From an optimization exercise on the open Yosys and OpenROAD flow, aimed at small area, a short achievable clock period and few clock cycles per item; shortcuts taken in it are not production practice. Only simulation tests tie the RTL to the original design; equivalence was not proved.

Design knight_blocked_lattice_path_count, start of the top module:
module knight_blocked_lattice_path_count (
	input  logic               clk,
	input  logic               arst_n,
	input  logic               in_valid,
	output logic               in_stall,
	input  logic [COORD_W-1:0] target_x,
	input  logic [COORD_W-1:0] target_y,
	input  logic [COORD_W-1:0] knight_x,
	input  logic [COORD_W-1:0] knight_y,
	output logic               out_valid,
	input  logic               out_stall,
	output logic [COUNT_W-1:0] path_count
);
	function automatic int roww(input int y);
		case (y)
			0: roww = 1;   1: roww = 6;   2: roww = 10;  3: roww = 13;
			4: roww = 16;  5: roww = 19;  6: roww = 22;  7: roww = 24;
			8: roww = 26;  9: roww = 29;  10: roww = 31; 11: roww = 32;
			12: roww = 34; 13: roww = 36; 14: roww = 38; 15: roww = 39;
			16: roww = 41; 17: roww = 42; 18: roww = 44; 19: roww = 45;
			20: roww = 47; 21: roww = 48; 22: roww = 49; 23: roww = 50;
			24: roww = 52; 25: roww = 53; 26: roww = 54; 27: roww = 55;
			28: roww = 56; 29: roww = 57; 30: roww = 58; default: roww = 59;
		endcase
	endfunction
	function automatic int rowoff(input int y);
		case (y)
			0: rowoff = 0;  1: rowoff = 1;  2: rowoff = 7;  3: rowoff = 17;
			4: rowoff = 30;  5: rowoff = 46;  6: rowoff = 65;  7: rowoff = 87;
			8: rowoff = 111;  9: rowoff = 137;  10: rowoff = 166;  11: rowoff = 197;
			12: rowoff = 229;  13: rowoff = 263;  14: rowoff = 299;  15: rowoff = 337;
			16: rowoff = 376;  17: rowoff = 417;  18: rowoff = 459;  19: rowoff = 503;
			20: rowoff = 548;  21: rowoff = 595;  22: rowoff = 643;  23: rowoff = 692;
			24: rowoff = 742;  25: rowoff = 794;  26: rowoff = 847;  27: rowoff = 901;
			28: rowoff = 956;  29: rowoff = 1012;  30: rowoff = 1069;  31: rowoff = 1127;
			32: rowoff = 1186;
			default: rowoff = 0;
		endcase
	endfunction
	localparam int NB = rowoff(GRID_SIZE);
	logic [GRID_SIZE:0]           t_first, t_last;
	logic [GRID_SIZE:0][TD_W-1:0] t_dat;
	logic [GRID_SIZE:1]           tq_first, tq_last;
	logic [GRID_SIZE:1][TD_W-1:0] tq_dat;
	logic                         t0_first, t0_last;
	logic [TD_W-1:0]              t0_dat;
  ...
==> flow/config.mk <==
export PLATFORM = sky130hd
export DESIGN_NAME = knight_blocked_lattice_path_count
export DESIGN_NICKNAME = knight_blocked_lattice_path_count
export VERILOG_FILES = /design/flow/design.v
export SDC_FILE = /design/flow/constraint.sdc
export NUM_CORES = 4
export LEC_CHECK = 0
export CAP_MARGIN = 20
export CORE_MARGIN = 2
export CORE_UTILIZATION = 50
export CTS_CLUSTER_DIAMETER = 90
export CTS_CLUSTER_SIZE = 20
export PLACE_DENSITY = 0.7
export SETUP_SLACK_MARGIN = 3.5
export SLEW_MARGIN = 20
==> flow/constraint.sdc <==
create_clock -name core_clock -period 6.0 [get_ports {clk}]
set_input_delay 1.2000 -clock core_clock [delete_from_list [all_inputs] [get_ports {clk}]]
set_output_delay 1.2000 -clock core_clock [all_outputs]
set_load 0.01 [all_outputs]
run.sh (not shown) runs the stock make flow with config.mk's settings and CLKGATE_MAP_FILE= SYNTH_SCRIPT=/design/flow/synth_recipe.tcl, a recipe that flattens the netlist after the stock synthesis.
The baseline went through all stages and came out clean.
Testbench counts at the start, summed over its fixed seeds: cycles 17,016, items 1,600.
Next try:
--- a/flow/config.mk
+++ b/flow/config.mk
@@ -10,6 +10,6 @@
 export CORE_UTILIZATION = 50
-export CTS_CLUSTER_DIAMETER = 90
-export CTS_CLUSTER_SIZE = 20
+export CTS_CLUSTER_DIAMETER = 110
+export CTS_CLUSTER_SIZE = 24
 export PLACE_DENSITY = 0.7
-export SETUP_SLACK_MARGIN = 3.5
+export SETUP_SLACK_MARGIN = 3.6
 export SLEW_MARGIN = 20
The new run went through all stages and came out clean.
Final area went up by 0.42%.
Routed wire length hardly moves.
Worst hold slack barely changes.
Next try:
--- a/flow/config.mk
+++ b/flow/config.mk
@@ -9,7 +9,7 @@
 export CORE_MARGIN = 2
-export CORE_UTILIZATION = 50
+export CORE_UTILIZATION = 40
 export CTS_CLUSTER_DIAMETER = 110
 export CTS_CLUSTER_SIZE = 24
-export PLACE_DENSITY = 0.7
-export SETUP_SLACK_MARGIN = 3.6
+export PLACE_DENSITY = 0.6
+export SETUP_SLACK_MARGIN = 3.4
 export SLEW_MARGIN = 20
Result: Utilization came out lower by 11 points. Setup slack gets worse by 0.0035 ns. Die area came out higher by 25%. Sequential share of layout area came out higher by 0.19 points.

[re-timing with driven ports]
Ports are ideal in the flow. The routed layouts listed here were re-timed in OpenROAD. Step 1, drivers: a clkbuf_16 drives clk and a buf_2 each remaining input, both assumed. Step 2 adds t to the input delays and takes it off the output delays; t is the mean of the earliest and latest rising clock arrival at the registers after step 1. Input paths then give back, and output paths get back, about the clock's delay inside the block. Slacks: ideal / step 1 / step 2; pairs: ideal / step 1.
run | t, ns | setup slack, ns | worst hold slack (ns) | clock arrival spread, ns | worst register clock-pin slew, ns
the first run | 0.895 | 3.430 / 3.347 / 2.644 | 0.319 / 0.319 / 0.319 | 0.044 / 0.043 | 0.09 / 0.09
the second run | 0.892 | 3.402 / 3.317 / 2.758 | 0.319 / 0.270 / 0.321 | 0.040 / 0.040 | 0.11 / 0.11
the third run | 0.919 | 3.398 / 3.307 / 2.590 | 0.286 / 0.231 / 0.301 | 0.051 / 0.050 | 0.10 / 0.10
After both steps every run listed still meets setup and hold. The setup slack of the third run, which loses most, moves by -0.091 ns with the drivers and by -0.808 ns with both steps.
